From an optimization exercise on the open Yosys and OpenROAD flow, aimed at small area, a short achievable clock period and few clock cycles per item; shortcuts taken in it are not production practice. Function was checked by simulation only, so behaviour that the tests miss may differ from the original.

Design fp32_div_pipe, start of the top module:
module fp32_div_pipe (
  input  logic        clk,
  input  logic        rst_n,
  input  logic        in_valid,
  output logic        in_ready,
  input  logic [31:0] in_a,
  input  logic [31:0] in_b,
  output logic        out_valid,
  input  logic        out_ready,
  output logic [31:0] out_q,
  output logic [3:0]  out_flags
);
  logic adv;
  logic rdy_q;
  logic take;
  logic arrive;
  logic r0_v;
  logic r1_v;
  logic r2_v;
  logic out_v;
  logic sk_v;
  logic [30:0] r0_a;
  logic [30:0] r0_b;
  logic r0_s;
  logic [7:0] ea;
  logic [7:0] eb;
  logic [22:0] fa1;
  logic [22:0] fb1;
  logic a_emax;
  logic a_ez;
  logic a_fnz;
  logic b_emax;
  logic b_ez;
  logic b_fnz;
  logic anan;
  logic ainf;
  logic bnan;
  logic binf;
  logic runf;
  logic [1:0] kind1;
  logic kx1;
  logic [9:0] e1;
  logic [9:0] e1n;
  logic [1:0] r2_kind;
  logic r2_kx;
  logic [23:0] d1;
  logic [5:0] qt1;
  logic [26:0] s1_S;
  logic [26:0] s1_C;
  logic [12:0] s1_qp;
  logic [6:0] s1_qn;
  logic [26:0] r1_S;
  logic [26:0] r1_C;
  logic [12:0] r1_qp;
  logic [6:0] r1_qn;
  logic [22:0] r1_fa;
  logic [22:0] r1_fb;
  logic r1_fbz;
  logic [9:0] r1_e;
  logic r1_s;
  logic [26:0] d2;
  logic [25:0] wg;
  logic [25:0] wp;
  logic negw;
  logic [22:0] cq;
  logic [22:0] cz;
  logic [22:0] cg;
  logic [22:0] cpp;
  logic [19:0] hG;
  logic [19:0] hP;
  logic [4:0] lG;
  logic [4:0] lP;
  logic ccin;
  logic cmid;
  logic [22:0] cc;
  logic [22:0] fr2;
  logic [22:0] r2_fr;
  logic [22:0] r2_fa;
  logic [9:0] r2_e;
  logic r2_s;
  logic [23:0] ma;
  logic [47:0] pg;
  logic [47:0] ppr;
  logic [48:0] pc;
  ...
Size in the first run: about 330 flip-flops, about 0.043 mm^2 of cells after synthesis.
Settings: LEC_CHECK=0, ABC_AREA=1, CAP_MARGIN=20, CORE_MARGIN=2, CORE_UTILIZATION=60, CTS_CLUSTER_DIAMETER=100, CTS_CLUSTER_SIZE=30, SLEW_MARGIN=60, SYNTH_HIERARCHICAL=1, SYNTH_MINIMUM_KEEP_SIZE=0; clock period 125.0 ns.
standard.sh (not shown) runs the stock make flow with config.mk's settings and CLKGATE_MAP_FILE= SYNTH_SCRIPT=/design/flow/synth_recipe.tcl, a recipe that flattens the netlist after the stock synthesis.
==> flow/flow/run.sh <==
#!/bin/bash
# Own layout flow: the standard flow (standard synthesis, floorplan, place,
# CTS, route) unchanged, except that the input and output port buffers that
# buffer_ports inserts are sky130_fd_sc_hd__buf_2 cells instead of the default
# choice. Every port is still buffered.
set -euo pipefail
export BUFFER_PORTS_ARGS="-buffer_cell sky130_fd_sc_hd__buf_2"
bash standard.sh finish > standard_flow.log 2>&1
The baseline completed with no timing, DRC or antenna violations.
Testbench counts at the start, summed over its fixed seeds: cycles 16,032, items 16,000.
Rerun with:
Settings changed: CORE_UTILIZATION 60 to 66, SLEW_MARGIN 60 to 45.
What happened:
- clock skew grows by 7.2 ps
- die area shrinks by about 9%
- setup slack is worse by 55 ps
- register-to-register slack is worse by 960 ps

========
Another version of the RTL of fp32_div_pipe (not shown whole).
Size: ~4300 cells after synthesis, ~330 flip-flops, ~110 I/O pins, ~43000 um2 of cells after synthesis.
clock: 125.0 ns
lec_check: 0
abc_area: 1
cap_margin: 20
core_margin: 2
core_utilization: 60
cts_cluster_diameter: 80
cts_cluster_size: 24
slew_margin: 60
synth_hierarchical: 1
synth_minimum_keep_size: 0
Scripts as last shown in full above: flow/flow/run.sh
The baseline went through all stages and came out clean.
Testbench counts at the start, summed over its fixed seeds: cycles 16,032, items 16,000.
Then changed:
--- a/flow/config.mk
+++ b/flow/config.mk
@@ -11,3 +11 @@
-export CORE_UTILIZATION = 60
-export CTS_CLUSTER_DIAMETER = 80
-export CTS_CLUSTER_SIZE = 24
+export CORE_UTILIZATION = 40
The new run passed the timing, DRC and antenna checks; final cell count went up by 9.4%; routed wire length rose by 4.9%; sequential share of layout area decreases by 0.53 points; design area grows by 2.7%; core utilization is lower by 20 points; worst hold slack is better by 0.013 ns; first-iteration DRC count drops by 1.2%; worst setup slack is worse by 0.096 ns.
Then changed:
--- a/flow/config.mk
+++ b/flow/config.mk
@@ -11 +11 @@
-export CORE_UTILIZATION = 40
+export CORE_UTILIZATION = 72
First-iteration DRC count climbs by 24%.
Setup slack gains 0.091 ns.
Final cell count shrinks by 11%.
Wire length came out lower by 3.1%.
Cell area decreases by 2.0%.
Via count increases by 3.9%.
Clock-buffer cell count decreases by 5.
Synthesized area does not change.
Then changed:
--- a/flow/config.mk
+++ b/flow/config.mk
@@ -11 +11 @@
-export CORE_UTILIZATION = 72
+export CORE_UTILIZATION = 60
What happened: Core utilization went down by 13 points; final area came out higher slightly; die area came out higher by about a fifth.

========
RTL: one of the versions met above, not the one the previous note started from.
For scale: roughly 4200 cells after synthesis, roughly 330 flip-flops, ~43000 µm² of cells after synthesis.
==> flow/config.mk <==
export PLATFORM = sky130hd
export DESIGN_NAME = fp32_div_pipe
export DESIGN_NICKNAME = fp32_div_pipe
export VERILOG_FILES = /design/flow/design.v
export SDC_FILE = /design/flow/constraint.sdc
export NUM_CORES = 4
export LEC_CHECK = 0
export ABC_AREA = 1
export CAP_MARGIN = 0
export CORE_MARGIN = 2
export CORE_UTILIZATION = 60
export CTS_CLUSTER_DIAMETER = 100
export CTS_CLUSTER_SIZE = 30
export SLEW_MARGIN = 50
export SYNTH_HIERARCHICAL = 1
export SYNTH_MINIMUM_KEEP_SIZE = 0
==> flow/constraint.sdc <==
create_clock -name core_clock -period 125.0 [get_ports {clk}]
set_input_delay 25.0000 -clock core_clock [delete_from_list [all_inputs] [get_ports {clk}]]
set_output_delay 25.0000 -clock core_clock [all_outputs]
set_load 0.01 [all_outputs]
Scripts as last shown in full above: flow/flow/run.sh
The first run passed the timing, DRC and antenna checks.
Testbench counts at the start, summed over its fixed seeds: cycles 16,032, items 16,000.
Rerun with:
CAP_MARGIN = 20   (was 0)
SLEW_MARGIN = 40   (was 50)
Critical path depth is unchanged; worst hold slack stays flat; cell count hardly moves; register-to-register slack is worse by 0.68 ns; wire length is lower by about 0.4%; sequential cell count is unchanged; maximum frequency stays flat.
Rerun with:
CORE_UTILIZATION = 55   (was 60)
SLEW_MARGIN = 45   (was 40)
After rerunning: Cell area is higher slightly. Final cell count climbs by a few percent. Die area grows by a little under a tenth.
Rerun with:
==> flow/flow/run.sh (replaced) <==
#!/bin/bash
# Own layout flow: the standard flow (standard synthesis, floorplan, place,
# CTS, route) unchanged, except that
#  - the input and output port buffers that buffer_ports inserts are
#    sky130_fd_sc_hd__buf_2 cells instead of the default choice (every port is
#    still buffered), and
#  - clock tree synthesis balances levels with one level of sink clustering.
set -euo pipefail
export BUFFER_PORTS_ARGS="-buffer_cell sky130_fd_sc_hd__buf_2"
export CTS_ARGS="-sink_clustering_enable -repair_clock_nets -sink_clustering_size 30 -sink_clustering_max_diameter 100 -sink_clustering_levels 1 -balance_levels"
bash standard.sh finish > standard_flow.log 2>&1
CORE_UTILIZATION = 60   (was 55)
SLEW_MARGIN = 50   (was 45)
What happened: Maximum frequency goes up slightly. Design area came out lower slightly. Worst setup slack gets better by 0.094 ns. Final cell count came out lower slightly. Wire length is lower slightly.
Rerun with:
==> flow/flow/run.sh (replaced) <==
#!/bin/bash
# Own layout flow: the standard flow (standard synthesis, floorplan, place,
# CTS, route) unchanged, except that the input and output port buffers that
# buffer_ports inserts are sky130_fd_sc_hd__buf_1 cells instead of the default
# choice. Every port is still buffered.
set -euo pipefail
export BUFFER_PORTS_ARGS="-buffer_cell sky130_fd_sc_hd__buf_1"
bash standard.sh finish > standard_flow.log 2>&1
SLEW_MARGIN = 60   (was 50)
Maximum frequency barely changes.
Design area goes up by about 0.3%.
Worst setup slack degrades by 0.031 ns.
Die area does not change.
Register-to-register slack is about the same.
Via count is about the same.

========
Another version of the RTL of fp32_div_pipe (not shown whole).
For scale: roughly 4400 cells after synthesis, about 330 flip-flops, roughly 110 I/O pins.
make LEC_CHECK=0 ABC_AREA=1 CAP_MARGIN=20 CORE_MARGIN=2 CORE_UTILIZATION=40 SLEW_MARGIN=60 SYNTH_HIERARCHICAL=1 SYNTH_MINIMUM_KEEP_SIZE=0 finish   # period 125.0 ns
run.sh (not shown) runs the stock make flow with config.mk's settings and CLKGATE_MAP_FILE= SYNTH_SCRIPT=/design/flow/synth_recipe.tcl, a recipe that flattens the netlist after the stock synthesis.
Stock flow here: none of the scripts above is used.
Testbench counts at the start, summed over its fixed seeds: cycles 16,032, items 16,000.
Rerun with:
Settings changed: SLEW_MARGIN 60 to 80.
What happened: The new run went through all stages and came out clean; global-route usage hardly moves; final cell count went up slightly; wire length went up slightly; worst hold slack gets better by 26 ps.
Rerun with:
Settings changed: SLEW_MARGIN 80 to 20.
Outcome: The new run passed the timing, DRC and antenna checks. Register-to-register slack is worse by 3000 ps. Via count fell slightly. Hold slack is worse by 10 ps. Critical path depth rose by 85. Maximum frequency fell by a few percent. Synthesized area stays the same.

========
## build 18
fp32_div_pipe with an RTL version that a note above also has.
Size: ~4,200 cells after synthesis, roughly 330 flip-flops, ~110 I/O pins, about 0.043 mm² of cells after synthesis.
Settings: LEC_CHECK=0, ABC_AREA=1, CAP_MARGIN=20, CORE_MARGIN=2, CORE_UTILIZATION=60, CTS_CLUSTER_DIAMETER=80, CTS_CLUSTER_SIZE=24, SLEW_MARGIN=60, SYNTH_HIERARCHICAL=1, SYNTH_MINIMUM_KEEP_SIZE=0; clock period 125.0 ns.
standard.sh (not shown) runs the stock make flow with config.mk's settings and CLKGATE_MAP_FILE= SYNTH_SCRIPT=/design/flow/synth_recipe.tcl, a recipe that flattens the netlist after the stock synthesis.
==> flow/flow/run.sh <==
#!/bin/bash
# Own layout flow: the standard flow (standard synthesis, floorplan, place,
# CTS, route) unchanged, except that the input and output port buffers that
# buffer_ports inserts are sky130_fd_sc_hd__buf_2 cells instead of the default
# choice. Every port is still buffered.
set -euo pipefail
export BUFFER_PORTS_ARGS="-buffer_cell sky130_fd_sc_hd__buf_2"
bash standard.sh finish > standard_flow.log 2>&1
Testbench counts of build 18, summed over its fixed seeds: cycles 16,032, items 16,000.
The inputs of build 85 differ from those of build 18 as listed below.
Settings: SLEW_MARGIN: 60 -> 45; CTS_CLUSTER_SIZE: 24 -> 30; GPL_ROUTABILITY_DRIVEN: unset -> 0; GPL_TIMING_DRIVEN: unset -> 0; CTS_CLUSTER_DIAMETER: 80 -> 100.
==> comparison <==
- For build 85, the destination of the critical timing path was r2_fr[15]$_DFFE_PN_, unlike build 18, where it was out_flags[2].
- Status: utilization parity (build 18, build 85)
- Synthesized cell count came out exactly the same in build 85 and build 18.
- Going from build 18 to build 85, layout overhead on the synthesized area comparable; final critical-path share of the clock period grew by 1.8 points; total of clock buffers placed in the layout fell 7.
- Build 85 against build 18; post-placement cell count is up by a few percent.
- Compared with build 18, build 85 shows a lower antenna diode count.
- Compared with build 18, build 85 shows met2 wire length that has gone up slightly.
Here is what was changed in the inputs of build 3 compared with build 85.
Settings: GPL_TIMING_DRIVEN no longer set, was 0; GPL_ROUTABILITY_DRIVEN no longer set, was 0; SLEW_MARGIN now 50, was 45.
### Flow results
The run showing the greater footprint of the multi-input gates is build 3.
Of the two candidates, build 85 has the worse design area and build 3 the better one.
Build 3 vs build 85 — final critical delay including setup and external delays dropped 2220 ps.
Build 3 ended up with a lower critical path depth than build 85 did.
Inputs modified between build 3 and build 39:
Settings: changing SLEW_MARGIN from 50 to 45; setting PLACE_DENSITY to 0.75 for the first time.
Results
- Build 39 against build 3: ratio of cells with drive above 1 in the final layout down 0.25 points; cell count about even.
- Between build 39 and build 3, it is build 39 whose final-layout clock-cell area share is higher, by 0.22 points.
- Comparing build 39 and build 3, the higher first-iteration DRC count was measured on build 39.
- For core utilization, build 39 and build 3 come out practically identical.
- Via count is higher on build 39
- Proportion of cell area occupied by registers: build 39 vs build 3, no meaningful difference

========
== indigo ==
Another version of the RTL of fp32_div_pipe (not shown whole).
For scale: roughly 4300 cells after synthesis, ~330 flip-flops.
export LEC_CHECK = 0
export ABC_AREA = 1
export CAP_MARGIN = 20
export CORE_MARGIN = 2
export CORE_UTILIZATION = 40
export SLEW_MARGIN = 60
export SYNTH_HIERARCHICAL = 1
export SYNTH_MINIMUM_KEEP_SIZE = 0
create_clock -name core_clock -period 125.0 [get_ports {clk}]
Scripts as last shown in full above: flow/flow/run.sh
indigo was carried through to the last stage, and its layout satisfied the timing, DRC and antenna checks.
Testbench counts of indigo, summed over its fixed seeds: cycles 16,032, items 16,000.
> inputs changed (indigo -> nickel)
==> flow/run.sh (new file) <==
#!/bin/bash
# synth_recipe.tcl (not shown) runs the flow's synth.tcl, then flattens the netlist and writes it again
# the make line also repeats each setting of config.mk as NAME=value (left out here)
make -C /OpenROAD-flow-scripts/flow DESIGN_CONFIG=/design/flow/config.mk WORK_HOME=/design/flow/orfs CLKGATE_MAP_FILE= SYNTH_SCRIPT=/design/flow/synth_recipe.tcl finish
removed: flow/flow/run.sh
removed: flow/standard.sh
[summary]
indigo -> nickel: number of buffer and inverter instances along the worst setup path delta 0, exact match
[nickel] wire length fell 0.31% relative to indigo
nickel vs. indigo: maximum clock frequency has decreased, cell count after placement saw little to no change.

[what the ideal ports hide]
Ports are ideal in the flow. The routed layouts listed here were re-timed in OpenROAD. Step 1: set_driving_cell puts a clkbuf_16 on clk and a buf_2 on each other input, an assumption about the parent block. Step 2 moves the port delays by t, midway between the first and last clock arrival at a register: inputs arrive t later, outputs are due t later. That takes back most of the time a late clock gives input paths. Three values: ideal ports, drivers, drivers and shift; two values: the first two.
| run | t, ns | setup slack, ns | clock arrival spread, ns |
|---|---|---|---|
| the first run of note 1 | 0.630 | 98.859 / 98.792 / 99.098 | 0.042 / 0.042 |
| the second run of note 1 | 0.657 | 98.804 / 98.736 / 99.091 | 0.049 / 0.049 |
| the first run of note 2 | 0.605 | 98.888 / 98.823 / 99.103 | 0.047 / 0.047 |
| the second run of note 2 | 0.681 | 98.791 / 98.714 / 99.030 | 0.057 / 0.057 |
| the third run of note 2 | 0.635 | 98.882 / 98.815 / 99.077 | 0.042 / 0.041 |
| the fourth run of note 2 | 0.624 | 98.883 / 98.816 / 99.072 | 0.030 / 0.030 |
| the first run of note 3 | 0.627 | 98.866 / 98.798 / 99.079 | 0.042 / 0.043 |
| the second run of note 3 | 0.621 | 98.860 / 98.794 / 99.078 | 0.038 / 0.039 |
| the third run of note 3 | 0.658 | 98.772 / 98.702 / 99.079 | 0.060 / 0.059 |
| the fourth run of note 3 | 0.627 | 98.866 / 98.798 / 99.079 | 0.042 / 0.043 |
| the fifth run of note 3 | 0.639 | 98.835 / 98.767 / 99.061 | 0.039 / 0.039 |
| the first run of note 4 | 0.679 | 98.464 / 98.398 / 98.651 | 0.065 / 0.065 |
| the second run of note 4 | 0.665 | 98.429 / 98.361 / 98.670 | 0.046 / 0.045 |
| the third run of note 4 | 0.680 | 97.778 / 97.778 / 97.778 | 0.051 / 0.051 |
| build 18 | 0.655 | 98.844 / 98.775 / 99.091 | 0.040 / 0.040 |
| build 85 | 0.644 | 96.648 / 96.648 / 96.648 | 0.068 / 0.068 |
| build 3 | 0.627 | 98.866 / 98.798 / 99.079 | 0.042 / 0.043 |
| build 39 | 0.634 | 98.861 / 98.792 / 99.061 | 0.064 / 0.064 |
| indigo | 0.663 | 98.881 / 98.806 / 99.060 | 0.023 / 0.022 |
| nickel | 0.675 | 98.436 / 98.361 / 98.702 | 0.037 / 0.038 |
After both steps setup and hold are still met in every run listed.
